Background: an optimization exercise with open tools, aiming at small area, a short achievable clock period and few clock cycles per item. Do not read the settings as production practice. Where RTL was checked, it was by simulation tests only, not by an equivalence proof against the original. Power and IR drop assume default switching activity.

==> run F: inputs <==
// matvec3
module matvec3 (
    input  logic                     clk,
    input  logic                     reset,
    input  logic                     input_valid,
    output logic                     input_ready,
    input  matvec_dims_pkg::sample_t input_data,
    output logic                     output_valid,
    input  logic                     output_ready,
    output matvec_dims_pkg::acc_t    output_data
);
    typedef matvec_dims_pkg::sample_t sample_t;
    typedef matvec_dims_pkg::acc_t    acc_t;
    logic [3:0]  ph;
    sample_t     ring [0:11];
    logic [3:0]  lp;             
    logic        ahead;          
    logic [1:0]  cr, ck;         
    logic [3:0]  cp;             
    logic        due;            
    logic [2:0]  xv;             
    logic        ready_q;
    logic [6:0]  one_q, two_q, neg_q;    
    logic        m_v, m_first, m_last;
    acc_t        acc_s, acc_c;   
    acc_t        sum_s, sum_c;
    logic        acc_done;       
    acc_t        out_q;
    logic        out_v;
  ...
==> flow/config.mk <==
export PLATFORM = sky130hd
export DESIGN_NAME = matvec3
export DESIGN_NICKNAME = matvec3
export VERILOG_FILES = /design/flow/design.v
export SDC_FILE = /design/flow/constraint.sdc
export NUM_CORES = 4
export LEC_CHECK = 0
export CAP_MARGIN = 20
export CORE_MARGIN = 2
export CORE_UTILIZATION = 40
export CTS_BUF_LIST = sky130_fd_sc_hd__clkbuf_8
export CTS_CLUSTER_DIAMETER = 50
export CTS_CLUSTER_SIZE = 16
export SETUP_SLACK_MARGIN = 5
export SLEW_MARGIN = 20
==> flow/constraint.sdc <==
create_clock -name core_clock -period 8.5 [get_ports {clk}]
set_input_delay 1.7000 -clock core_clock [delete_from_list [all_inputs] [get_ports {clk}]]
set_output_delay 1.7000 -clock core_clock [all_outputs]
set_load 0.01 [all_outputs]
standard.sh (not shown) runs the stock make flow with config.mk's settings and CLKGATE_MAP_FILE= SYNTH_SCRIPT=/design/flow/synth_recipe.tcl, a recipe that flattens the netlist after the stock synthesis.
==> flow/flow/run.sh <==
#!/bin/bash
# The standard layout, with plain buffers (not delay cells) on the ports and
# timing repair aimed below the clock period.
set -euo pipefail
bash standard.sh BUFFER_PORTS_ARGS="-buffer_cell sky130_fd_sc_hd__buf_2" SETUP_SLACK_MARGIN=5.4 finish > flow_make.log 2>&1
==> inputs of run K, as changes to run F <==
CORE_UTILIZATION = 60   (was 40)
==> impl_metrics.xml <==
<?xml version="1.0" encoding="UTF-8"?>
<metrics>
  <group name="floorplanning">
    <metric name="tap-cell-count" unit="">468</metric>
  </group>
  <group name="layout">
    <metric name="sh_seq_area" unit="%">38.53</metric>
    <metric name="most-common-layout-cells" unit="">232 x sky130_fd_sc_hd__dfxtp_1, 135 x sky130_fd_sc_hd__inv_1, 114 x sky130_fd_sc_hd__fa_1</metric>
    <metric name="signal_buffers" unit="">60</metric>
  </group>
  <group name="sta">
    <metric name="period_minus_ws_final" unit="ns">3.004</metric>
  </group>
  <group name="run_status">
    <metric name="run_status" unit="">no timing/DRC/antenna violations</metric>
  </group>
  <group name="clock_network">
    <metric name="insertion_delay" unit="ns">0.59</metric>
  </group>
  <group name="grt">
    <metric name="met1_usage" unit="%">22.74</metric>
  </group>
</metrics>
[end of results for run F]
==> impl_metrics.xml <==
<?xml version="1.0" encoding="UTF-8"?>
<metrics>
  <group name="clock_network">
    <metric name="clock_path_buffers" unit="">3</metric>
    <metric name="insertion_delay" unit="ns">0.61</metric>
  </group>
  <group name="grt">
    <metric name="met1_usage" unit="%">35.11</metric>
    <metric name="grt_util_met2" unit="%">36.21</metric>
  </group>
  <group name="pwr">
    <metric name="comb_power_share" unit="%">22.4</metric>
    <metric name="p_clk_share" unit="%">25.5</metric>
  </group>
  <group name="floorplanning">
    <metric name="tap-cell-count" unit="">324</metric>
  </group>
  <group name="layout">
    <metric name="most-common-layout-cells" unit="">232 x sky130_fd_sc_hd__dfxtp_1, 134 x sky130_fd_sc_hd__inv_1, 114 x sky130_fd_sc_hd__fa_1</metric>
    <metric name="top_register" unit="">ring</metric>
    <metric name="sh_seq_area" unit="%">39.15</metric>
  </group>
  <group name="run_status">
    <metric name="run_status" unit="">no timing/DRC/antenna violations</metric>
  </group>
  <group name="sta">
    <metric name="period_minus_ws_final" unit="ns">3.023</metric>
  </group>
</metrics>
[end of results for run K]
Testbench counts of run F, summed over its fixed seeds: cycles 4,688, jobs 384.
Testbench counts of run K, summed over its fixed seeds: cycles 4,688, jobs 384.

==> ember: inputs <==
matvec3, a different RTL version from the one above (not shown whole).
Design matvec3, start of the top module:
module matvec3 (
    input  logic                     clk,
    input  logic                     reset,
    input  logic                     input_valid,
    output logic                     input_ready,
    input  matvec_dims_pkg::sample_t input_data,
    output logic                     output_valid,
    input  logic                     output_ready,
    output matvec_dims_pkg::acc_t    output_data
);
==> flow/config.mk <==
export PLATFORM = sky130hd
export DESIGN_NAME = matvec3
export DESIGN_NICKNAME = matvec3
export VERILOG_FILES = /design/flow/design.v
export SDC_FILE = /design/flow/constraint.sdc
export NUM_CORES = 4
export LEC_CHECK = 0
export CAP_MARGIN = 20
export CORE_MARGIN = 2
export CORE_UTILIZATION = 60
export CTS_BUF_LIST = sky130_fd_sc_hd__clkbuf_8
export CTS_CLUSTER_DIAMETER = 50
export CTS_CLUSTER_SIZE = 16
export SETUP_SLACK_MARGIN = 5
export SLEW_MARGIN = 20
==> flow/constraint.sdc <==
create_clock -name core_clock -period 8.5 [get_ports {clk}]
set_input_delay 1.7000 -clock core_clock [delete_from_list [all_inputs] [get_ports {clk}]]
set_output_delay 1.7000 -clock core_clock [all_outputs]
set_load 0.01 [all_outputs]
==> flow/flow/run.sh <==
#!/bin/bash
# The standard layout, with plain buffers (not delay cells) on the ports and
# timing repair aimed below the clock period.
set -euo pipefail
bash standard.sh BUFFER_PORTS_ARGS="-buffer_cell sky130_fd_sc_hd__buf_2" SETUP_SLACK_MARGIN=5.6 finish > flow_make.log 2>&1
==> quartz (differences from ember) <==
==> flow/flow/run.sh (replaced) <==
#!/bin/bash
# The standard layout, with plain buffers (not delay cells) on the ports and
# timing repair aimed below the clock period.
set -euo pipefail
bash standard.sh BUFFER_PORTS_ARGS="-buffer_cell sky130_fd_sc_hd__buf_2" SETUP_SLACK_MARGIN=5.4 finish > flow_make.log 2>&1
==> qor summary <==
| metric | quartz | ember |
|---|---|---|
| Result of the run | complete, no violations | complete, no violations |
| Sum of buffers and inverters on the critical path | 2 | 3 |
| Power in sequential cells | 1.86 mW | 1.85 mW |
| Worst-case reg-to-reg path depth | 11 | 13 |
| Clock group share of total power | 25.9% | 26.1% |
| WP data required | 8.90 ns | 8.89 ns |
| Worst slew margin | 29.3% | 43.2% |
| Switching pwr | 1.11 mW | 1.14 mW |
| Switching portion of total power | 30.9% | 31.0% |
| Number of cells on the critical path | 11 | 13 |
| Resized cells post-CTS | 59 | 113 |
| Utilization of the core after routing | 67.5% | 69.7% |
| Combinational logic power | 0.809 mW | 0.870 mW |
| Number of vias in the routed layout | 9945 | 10000 |
| Static leakage | 7.13 nW | 7.34 nW |
| Met2 Use GR | 38.6% | 38.1% |
| Storage cell area | 6870 sq um | 6920 sq um |
Function was not checked in any run of this note: the RTL went through the layout flow alone.

==> inputs of run a <==
matvec3, a different RTL version from the one above (not shown whole).
==> module matvec3, before the edit <==
module matvec3 (
    input  logic                     clk,
    input  logic                     reset,
    input  logic                     input_valid,
    output logic                     input_ready,
    input  matvec_dims_pkg::sample_t input_data,
    output logic                     output_valid,
    input  logic                     output_ready,
    output matvec_dims_pkg::acc_t    output_data
);
    typedef matvec_dims_pkg::sample_t sample_t;
    typedef matvec_dims_pkg::acc_t    acc_t;
    logic [3:0]  ph;
    sample_t     ring [0:11];
    logic [3:0]  lp;             
    logic        ahead;          
    logic [1:0]  cr, ck;         
    logic [3:0]  cp;             
    logic        due;            
    logic [2:0]  xv;             
    logic        ready_q;
    logic [6:0]  one_q, two_q, neg_q;    
    logic        m_v, m_first, m_last;
    acc_t        acc_s, acc_c;   
    acc_t        sum_s, sum_c;
    logic        acc_done;       
    acc_t        out_q;
    logic        out_v;          
    logic        out_free;       
    logic        in_fire;
    logic        issue;
    logic        transfer;
    assign input_ready  = ready_q;
    assign output_valid = out_v;
    assign output_data  = out_q;
    assign in_fire  = input_valid && ready_q;
    assign transfer = acc_done && out_free;
    assign issue = due && xv[ck] && ((ck != 2'd0) || out_free);
    logic [3:0] ph_n;
    logic [1:0] cr_i, ck_i;
    logic [3:0] cp_i;
    logic       last_p;          
    logic [3:0] lp_inc;
    logic       due_i, due_ni;
    logic       rdy_f_i, rdy_f_ni, rdy_nf_i, rdy_nf_ni;
    function automatic logic slot_free(input logic ahd, input logic [3:0] w, input logic [3:0] c);
        if (!ahd)
            slot_free = 1'b1;
        else if (w < 4'd9)
            slot_free = (c > w);
        else
            slot_free = (c > w - 4'd3);
    endfunction
    always_comb begin
        ph_n   = (ph == 4'd11) ? 4'd0 : ph + 4'd1;
        last_p = (cp == 4'd8);
        cp_i   = last_p ? 4'd0 : cp + 4'd1;
        ck_i   = (ck == 2'd2) ? 2'd0 : ck + 2'd1;
        cr_i   = (ck != 2'd2) ? cr : ((cr == 2'd2) ? 2'd0 : cr + 2'd1);
        due_i  = !last_p;
        due_ni = (ph == ((cp >= 4'd3) ? cp - 4'd3 : cp + 4'd9));
        lp_inc = (lp == 4'd11) ? 4'd0 : lp + 4'd1;
        rdy_f_i   = slot_free((lp == 4'd11) ? 1'b1 : (last_p ? 1'b0 : ahead), lp_inc, cp_i);
        rdy_f_ni  = slot_free((lp == 4'd11) ? 1'b1 : ahead, lp_inc, cp);
        rdy_nf_i  = (ph_n == lp) && slot_free(last_p ? 1'b0 : ahead, lp, cp_i);
        rdy_nf_ni = (ph_n == lp) && slot_free(ahead, lp, cp);
    end
    always_ff @(posedge clk) begin
        if (reset) begin
            ph       <= 4'd0;
            lp       <= '0;
            ahead    <= 1'b0;
            cr       <= '0;
            ck       <= '0;
            cp       <= '0;
            due      <= 1'b0;
            xv       <= '0;
            ready_q  <= 1'b1;
            m_v      <= 1'b0;
            acc_done <= 1'b0;
            out_v    <= 1'b0;
            out_free <= 1'b1;
        end else begin
            ph <= ph_n;
            if (in_fire) begin
                lp <= lp_inc;
                ready_q <= issue ? rdy_f_i : rdy_f_ni;
            end else begin
                ready_q <= issue ? rdy_nf_i : rdy_nf_ni;
            end
            if (in_fire && lp == 4'd11)
                ahead <= 1'b1;
            else if (issue && last_p)
                ahead <= 1'b0;
            if (issue) begin
                cr <= cr_i;
                ck <= ck_i;
                cp <= cp_i;
            end
            due <= issue ? due_i : due_ni;
            for (int k = 0; k < 3; k++) begin
                if (in_fire && ph == 4'(9 + k))
                    xv[k] <= 1'b1;
                else if (issue && cr == 2'd2 && ck == 2'(k))
                    xv[k] <= 1'b0;
            end
            m_v <= issue;
            if (m_v && m_last)
                acc_done <= 1'b1;
            else if (transfer)
                acc_done <= 1'b0;
            out_v    <= transfer || (!out_free && !output_ready);
            out_free <= !transfer && (out_free || output_ready);
        end
    end
    sample_t    x_op;
    logic [6:0] x_lo;            
    always_comb begin
        case (cr)
            2'd0:    x_op = ring[0];
            2'd1:    x_op = ring[3];
            default: x_op = ring[6];
        endcase
    end
    assign x_lo = {x_op[11], x_op[9], x_op[7], x_op[5], x_op[3], x_op[1], 1'b0};
    always_ff @(posedge clk) begin
        ring[0] <= in_fire ? input_data : ring[11];
        for (int i = 1; i < 12; i++)
            ring[i] <= ring[i-1];
        for (int i = 0; i < 7; i++) begin
            one_q[i] <= issue && (x_op[2*i] ^ x_lo[i]);
            two_q[i] <= issue && ((x_op[2*i+1] && !x_op[2*i] && !x_lo[i]) ||
                                  (!x_op[2*i+1] && x_op[2*i] && x_lo[i]));
            neg_q[i] <= issue && x_op[2*i+1];
        end
        m_first <= issue && (ck == 2'd0);
        m_last  <= issue && (ck == 2'd2);
        acc_s <= sum_s;
        acc_c <= sum_c;
        if (transfer)
            out_q <= acc_s + acc_c;
    end
    mac_unit mac_unit_i (
        .a     (ring[10]),
        .one   (one_q),
        .two   (two_q),
        .neg   (neg_q),
        .v     (m_v),
        .acc_s (m_first ? acc_t'(28'h0004000) : acc_s),
        .acc_c (m_first ? acc_t'(0) : acc_c),
        .s     (sum_s),
        .c     (sum_c)
    );
endmodule
==> flow/config.mk <==
export PLATFORM = sky130hd
export DESIGN_NAME = matvec3
export DESIGN_NICKNAME = matvec3
export VERILOG_FILES = /design/flow/design.v
export SDC_FILE = /design/flow/constraint.sdc
export NUM_CORES = 4
export LEC_CHECK = 0
export CAP_MARGIN = 20
export CORE_MARGIN = 2
export CORE_UTILIZATION = 60
export CTS_BUF_LIST = sky130_fd_sc_hd__clkbuf_8
export CTS_CLUSTER_DIAMETER = 50
export CTS_CLUSTER_SIZE = 16
export SETUP_SLACK_MARGIN = 5
export SLEW_MARGIN = 20
==> flow/constraint.sdc <==
create_clock -name core_clock -period 8.5 [get_ports {clk}]
set_input_delay 1.7000 -clock core_clock [delete_from_list [all_inputs] [get_ports {clk}]]
set_output_delay 1.7000 -clock core_clock [all_outputs]
set_load 0.01 [all_outputs]
==> flow/flow/run.sh <==
#!/bin/bash
# The standard layout, with plain buffers (not delay cells) on the ports and
# timing repair aimed below the clock period.
set -euo pipefail
bash standard.sh BUFFER_PORTS_ARGS="-buffer_cell sky130_fd_sc_hd__buf_2" SETUP_SLACK_MARGIN=5.55 finish > flow_make.log 2>&1
==> inputs of run b, as changes to run a <==
--- a/flow/design.v
+++ b/flow/design.v
@@ -858,8 +858,7 @@
     acc_t        sum_s, sum_c;
     logic        acc_done;       
     acc_t        out_q;
-    logic        out_v;          
-    logic        out_free;       
+    logic        out_v;
     logic        in_fire;
     logic        issue;
     logic        transfer;
@@ -867,8 +866,8 @@
     assign output_valid = out_v;
     assign output_data  = out_q;
     assign in_fire  = input_valid && ready_q;
-    assign transfer = acc_done && out_free;
-    assign issue = due && xv[ck] && ((ck != 2'd0) || out_free);
+    assign transfer = acc_done && !out_v;
+    assign issue = due && xv[ck] && ((ck != 2'd0) || !out_v);
     logic [3:0] ph_n;
     logic [1:0] cr_i, ck_i;
     logic [3:0] cp_i;
@@ -912,7 +911,6 @@
             m_v      <= 1'b0;
             acc_done <= 1'b0;
             out_v    <= 1'b0;
-            out_free <= 1'b1;
         end else begin
             ph <= ph_n;
             if (in_fire) begin
@@ -942,8 +940,10 @@
                 acc_done <= 1'b1;
             else if (transfer)
                 acc_done <= 1'b0;
-            out_v    <= transfer || (!out_free && !output_ready);
-            out_free <= !transfer && (out_free || output_ready);
+            if (transfer)
+                out_v <= 1'b1;
+            else if (output_ready)
+                out_v <= 1'b0;
         end
     end
     sample_t    x_op;
==> flow/run.sh (new file) <==
#!/bin/bash
# synth_recipe.tcl (not shown) runs the flow's synth.tcl, then flattens the netlist and writes it again
# the make line also repeats each setting of config.mk as NAME=value (left out here)
make -C /OpenROAD-flow-scripts/flow DESIGN_CONFIG=/design/flow/config.mk WORK_HOME=/design/flow/orfs CLKGATE_MAP_FILE= SYNTH_SCRIPT=/design/flow/synth_recipe.tcl finish
==> flow/config.mk (replaced) <==
export PLATFORM = sky130hd
export DESIGN_NAME = matvec3
export DESIGN_NICKNAME = matvec3
export VERILOG_FILES = /design/flow/design.v
export SDC_FILE = /design/flow/constraint.sdc
export NUM_CORES = 4
export LEC_CHECK = 0
export CAP_MARGIN = 20
export CORE_MARGIN = 2
export CORE_UTILIZATION = 40
export SETUP_SLACK_MARGIN = 5
export SLEW_MARGIN = 20
removed: flow/flow/run.sh
removed: flow/standard.sh
==> inputs of run c, as changes to run a <==
--- a/flow/design.v
+++ b/flow/design.v
@@ -843,13 +843,15 @@
 );
     typedef matvec_dims_pkg::sample_t sample_t;
     typedef matvec_dims_pkg::acc_t    acc_t;
+    logic        in_fire;
+    logic        wr_v;           
+    sample_t     wr_d;
     logic [3:0]  ph;
     sample_t     ring [0:11];
     logic [3:0]  lp;             
     logic        ahead;          
     logic [1:0]  cr, ck;         
     logic [3:0]  cp;             
-    logic        due;            
     logic [2:0]  xv;             
     logic        ready_q;
     logic [6:0]  one_q, two_q, neg_q;    
@@ -858,24 +860,24 @@
     acc_t        sum_s, sum_c;
     logic        acc_done;       
     acc_t        out_q;
-    logic        out_v;          
-    logic        out_free;       
-    logic        in_fire;
+    logic        out_v;
     logic        issue;
     logic        transfer;
     assign input_ready  = ready_q;
     assign output_valid = out_v;
     assign output_data  = out_q;
     assign in_fire  = input_valid && ready_q;
-    assign transfer = acc_done && out_free;
-    assign issue = due && xv[ck] && ((ck != 2'd0) || out_free);
+    assign transfer = acc_done && !out_v;
+    logic [3:0] ph_issue;
+    assign ph_issue = (cp >= 4'd2) ? cp - 4'd2 : cp + 4'd10;
+    assign issue = (ph == ph_issue) && xv[ck] && ((ck != 2'd0) || !out_v);
     logic [3:0] ph_n;
-    logic [1:0] cr_i, ck_i;
-    logic [3:0] cp_i;
-    logic       last_p;          
+    logic [1:0] cr_n, ck_n;
+    logic [3:0] cp_n;
+    logic       cp_wrap;
     logic [3:0] lp_inc;
-    logic       due_i, due_ni;
-    logic       rdy_f_i, rdy_f_ni, rdy_nf_i, rdy_nf_ni;
+    logic       ahead_f, ahead_nf;
+    logic       rdy_f, rdy_nf;
     function automatic logic slot_free(input logic ahd, input logic [3:0] w, input logic [3:0] c);
         if (!ahd)
             slot_free = 1'b1;
@@ -885,54 +887,51 @@
             slot_free = (c > w - 4'd3);
     endfunction
     always_comb begin
-        ph_n   = (ph == 4'd11) ? 4'd0 : ph + 4'd1;
-        last_p = (cp == 4'd8);
-        cp_i   = last_p ? 4'd0 : cp + 4'd1;
-        ck_i   = (ck == 2'd2) ? 2'd0 : ck + 2'd1;
-        cr_i   = (ck != 2'd2) ? cr : ((cr == 2'd2) ? 2'd0 : cr + 2'd1);
-        due_i  = !last_p;
-        due_ni = (ph == ((cp >= 4'd3) ? cp - 4'd3 : cp + 4'd9));
-        lp_inc = (lp == 4'd11) ? 4'd0 : lp + 4'd1;
-        rdy_f_i   = slot_free((lp == 4'd11) ? 1'b1 : (last_p ? 1'b0 : ahead), lp_inc, cp_i);
-        rdy_f_ni  = slot_free((lp == 4'd11) ? 1'b1 : ahead, lp_inc, cp);
-        rdy_nf_i  = (ph_n == lp) && slot_free(last_p ? 1'b0 : ahead, lp, cp_i);
-        rdy_nf_ni = (ph_n == lp) && slot_free(ahead, lp, cp);
+        ph_n    = (ph == 4'd11) ? 4'd0 : ph + 4'd1;
+        cp_wrap = issue && (cp == 4'd8);
+        cr_n    = cr;
+        ck_n    = ck;
+        cp_n    = cp;
+        if (issue) begin
+            cp_n = cp_wrap ? 4'd0 : cp + 4'd1;
+            if (ck == 2'd2) begin
+                ck_n = 2'd0;
+                cr_n = (cr == 2'd2) ? 2'd0 : cr + 2'd1;
+            end else begin
+                ck_n = ck + 2'd1;
+            end
+        end
+        lp_inc   = (lp == 4'd11) ? 4'd0 : lp + 4'd1;
+        ahead_f  = (lp == 4'd11) ? 1'b1 : (cp_wrap ? 1'b0 : ahead);
+        ahead_nf = cp_wrap ? 1'b0 : ahead;
+        rdy_f    = slot_free(ahead_f, lp_inc, cp_n);                          
+        rdy_nf   = (ph_n == ((lp == 4'd0) ? 4'd11 : lp - 4'd1)) && slot_free(ahead_nf, lp, cp_n);
     end
     always_ff @(posedge clk) begin
         if (reset) begin
-            ph       <= 4'd0;
+            wr_v     <= 1'b0;
+            ph       <= 4'd11;
             lp       <= '0;
             ahead    <= 1'b0;
             cr       <= '0;
             ck       <= '0;
             cp       <= '0;
-            due      <= 1'b0;
             xv       <= '0;
             ready_q  <= 1'b1;
             m_v      <= 1'b0;
             acc_done <= 1'b0;
             out_v    <= 1'b0;
-            out_free <= 1'b1;
         end else begin
-            ph <= ph_n;
-            if (in_fire) begin
-                lp <= lp_inc;
-                ready_q <= issue ? rdy_f_i : rdy_f_ni;
-            end else begin
-                ready_q <= issue ? rdy_nf_i : rdy_nf_ni;
-            end
-            if (in_fire && lp == 4'd11)
-                ahead <= 1'b1;
-            else if (issue && last_p)
-                ahead <= 1'b0;
-            if (issue) begin
-                cr <= cr_i;
-                ck <= ck_i;
-                cp <= cp_i;
-            end
-            due <= issue ? due_i : due_ni;
+            wr_v    <= in_fire;
+            ph      <= ph_n;
+            lp      <= in_fire ? lp_inc : lp;
+            ahead   <= in_fire ? ahead_f : ahead_nf;
+            ready_q <= in_fire ? rdy_f : rdy_nf;
+            cr      <= cr_n;
+            ck      <= ck_n;
+            cp      <= cp_n;
             for (int k = 0; k < 3; k++) begin
-                if (in_fire && ph == 4'(9 + k))
+                if (wr_v && ph == 4'(9 + k))
                     xv[k] <= 1'b1;
                 else if (issue && cr == 2'd2 && ck == 2'(k))
                     xv[k] <= 1'b0;
@@ -942,8 +941,10 @@
                 acc_done <= 1'b1;
             else if (transfer)
                 acc_done <= 1'b0;
-            out_v    <= transfer || (!out_free && !output_ready);
-            out_free <= !transfer && (out_free || output_ready);
+            if (transfer)
+                out_v <= 1'b1;
+            else if (output_ready)
+                out_v <= 1'b0;
         end
     end
     sample_t    x_op;
@@ -957,7 +958,8 @@
     end
     assign x_lo = {x_op[11], x_op[9], x_op[7], x_op[5], x_op[3], x_op[1], 1'b0};
     always_ff @(posedge clk) begin
-        ring[0] <= in_fire ? input_data : ring[11];
+        wr_d    <= input_data;
+        ring[0] <= wr_v ? wr_d : ring[11];
         for (int i = 1; i < 12; i++)
             ring[i] <= ring[i-1];
         for (int i = 0; i < 7; i++) begin
==> flow/run.sh (new file) <==
#!/bin/bash
# synth_recipe.tcl (not shown) runs the flow's synth.tcl, then flattens the netlist and writes it again
# the make line also repeats each setting of config.mk as NAME=value (left out here)
make -C /OpenROAD-flow-scripts/flow DESIGN_CONFIG=/design/flow/config.mk WORK_HOME=/design/flow/orfs CLKGATE_MAP_FILE= SYNTH_SCRIPT=/design/flow/synth_recipe.tcl finish
==> flow/config.mk (replaced) <==
export PLATFORM = sky130hd
export DESIGN_NAME = matvec3
export DESIGN_NICKNAME = matvec3
export VERILOG_FILES = /design/flow/design.v
export SDC_FILE = /design/flow/constraint.sdc
export NUM_CORES = 4
export LEC_CHECK = 0
export CAP_MARGIN = 20
export CORE_MARGIN = 2
export CORE_UTILIZATION = 40
export SLEW_MARGIN = 20
removed: flow/flow/run.sh
removed: flow/standard.sh
==> inputs of run d, as changes to run a <==
--- a/flow/design.v
+++ b/flow/design.v
@@ -858,8 +858,7 @@
     acc_t        sum_s, sum_c;
     logic        acc_done;       
     acc_t        out_q;
-    logic        out_v;          
-    logic        out_free;       
+    logic        out_v;
     logic        in_fire;
     logic        issue;
     logic        transfer;
@@ -867,8 +866,8 @@
     assign output_valid = out_v;
     assign output_data  = out_q;
     assign in_fire  = input_valid && ready_q;
-    assign transfer = acc_done && out_free;
-    assign issue = due && xv[ck] && ((ck != 2'd0) || out_free);
+    assign transfer = acc_done && !out_v;
+    assign issue = due && xv[ck] && ((ck != 2'd0) || !out_v);
     logic [3:0] ph_n;
     logic [1:0] cr_i, ck_i;
     logic [3:0] cp_i;
@@ -912,7 +911,6 @@
             m_v      <= 1'b0;
             acc_done <= 1'b0;
             out_v    <= 1'b0;
-            out_free <= 1'b1;
         end else begin
             ph <= ph_n;
             if (in_fire) begin
@@ -942,8 +940,10 @@
                 acc_done <= 1'b1;
             else if (transfer)
                 acc_done <= 1'b0;
-            out_v    <= transfer || (!out_free && !output_ready);
-            out_free <= !transfer && (out_free || output_ready);
+            if (transfer)
+                out_v <= 1'b1;
+            else if (output_ready)
+                out_v <= 1'b0;
         end
     end
     sample_t    x_op;
==> flow/flow/run.sh (replaced) <==
#!/bin/bash
# The standard layout, with plain buffers (not delay cells) on the ports and
# timing repair aimed below the clock period.
set -euo pipefail
bash standard.sh BUFFER_PORTS_ARGS="-buffer_cell sky130_fd_sc_hd__buf_2" SETUP_SLACK_MARGIN=5.4 finish > flow_make.log 2>&1
--- a/flow/config.mk
+++ b/flow/config.mk
@@ -7,7 +7,7 @@
 export LEC_CHECK = 0
 export CAP_MARGIN = 20
 export CORE_MARGIN = 2
-export CORE_UTILIZATION = 60
+export CORE_UTILIZATION = 55
 export CTS_BUF_LIST = sky130_fd_sc_hd__clkbuf_8
 export CTS_CLUSTER_DIAMETER = 50
 export CTS_CLUSTER_SIZE = 16
==> comparison table <==
quantity                                                     run c               run a                run b               run d
VDD IR-drop max                                           119.7 uV            197.5 uV             130.6 uV            142.0 uV
Placed cell area                                        15840 um^2          15470 um^2           15750 um^2          15370 um^2
Reg power frac                                               47.4%               61.4%                52.7%               60.7%
Result of the run                 no timing/DRC/antenna violations  no timing/DRC/antenna violations  no timing/DRC/antenna violations  no timing/DRC/antenna violations
Number of cells in the design after placement                 1822                1698                 1825                1699
Area delta synth->final                                     13.07%              10.81%               12.49%              8.760%
Endpoint, Worst Hold                           ring[3][11]$_DFF_P_  ring[8][0]$_DFF_P_  ring[10][6]$_DFF_P_  ring[9][3]$_DFF_P_
Post-route non-filler standard cell count                     1883                1766                 1881                1754
GR Layer Usage met3                                         3.022%              3.473%               2.322%              2.642%
Multi-input combinational cell count                           870                 897                  884                 884
Non-Clock Buffer Count                                          52                  80                   50                  61
Worst slack, placed                                       4.870 ns            5.167 ns             4.647 ns            5.052 ns
Flop-to-flop setup slack                                   4.84 ns             5.55 ns              5.13 ns             5.49 ns
Net switching power figure                                 1001 uW            684.9 uW             726.2 uW            709.3 uW
Synth Net Count                                               1572                1604                 1590                1590
Via count normalized by instance count                       4.947               5.441                4.989               5.320
Testbench counts of run b, summed over its fixed seeds: cycles 4,688, jobs 384.
Testbench counts of run c, summed over its fixed seeds: cycles 4,696, jobs 384.
Testbench counts of run d, summed over its fixed seeds: cycles 4,688, jobs 384.
No functional check of the RTL was part of run a.

==> what the ideal ports hide <==
The results above use ideal ports. As a check the final layouts listed here were re-extracted and re-timed, cells and wires unchanged. Step 1 (the two cells are an assumption about what drives the block):
set clk [get_ports {clk}]
set_driving_cell -lib_cell sky130_fd_sc_hd__clkbuf_16 $clk
set_driving_cell -lib_cell sky130_fd_sc_hd__buf_2 [delete_from_list [all_inputs] $clk]
Step 2 times the ports against the registers' clock, not the clock port: input delays grow and output delays shrink by t, the midpoint of the rising clock arrivals with the driver on. Slacks: ideal / step 1 / step 2; pairs: ideal / step 1.
run | t (ns) | setup slack, ns | worst setup path after step 2 | slew at the worst register clock pin (ns)
run F | 0.631 | 5.496 / 5.496 / 5.124 | input to register | 0.10 / 0.10
run K | 0.641 | 5.477 / 5.477 / 5.170 | input to register | 0.09 / 0.09
ember | 0.643 | 5.334 / 5.334 / 5.334 | register to register | 0.09 / 0.09
quartz | 0.635 | 5.298 / 5.298 / 5.071 | input to register | 0.09 / 0.09
run a | 0.617 | 5.554 / 5.554 / 5.260 | input to register | 0.10 / 0.10
run b | 0.591 | 5.078 / 5.029 / 4.693 | input to register | 0.06 / 0.06
run c | 0.568 | 4.840 / 4.840 / 4.840 | register to register | 0.06 / 0.06
run d | 0.637 | 5.465 / 5.423 / 5.114 | input to register | 0.09 / 0.09
After both steps every run listed still meets setup and hold. The setup slack of run b, which loses most, moves by -0.049 ns with the drivers and by -0.385 ns with both steps.
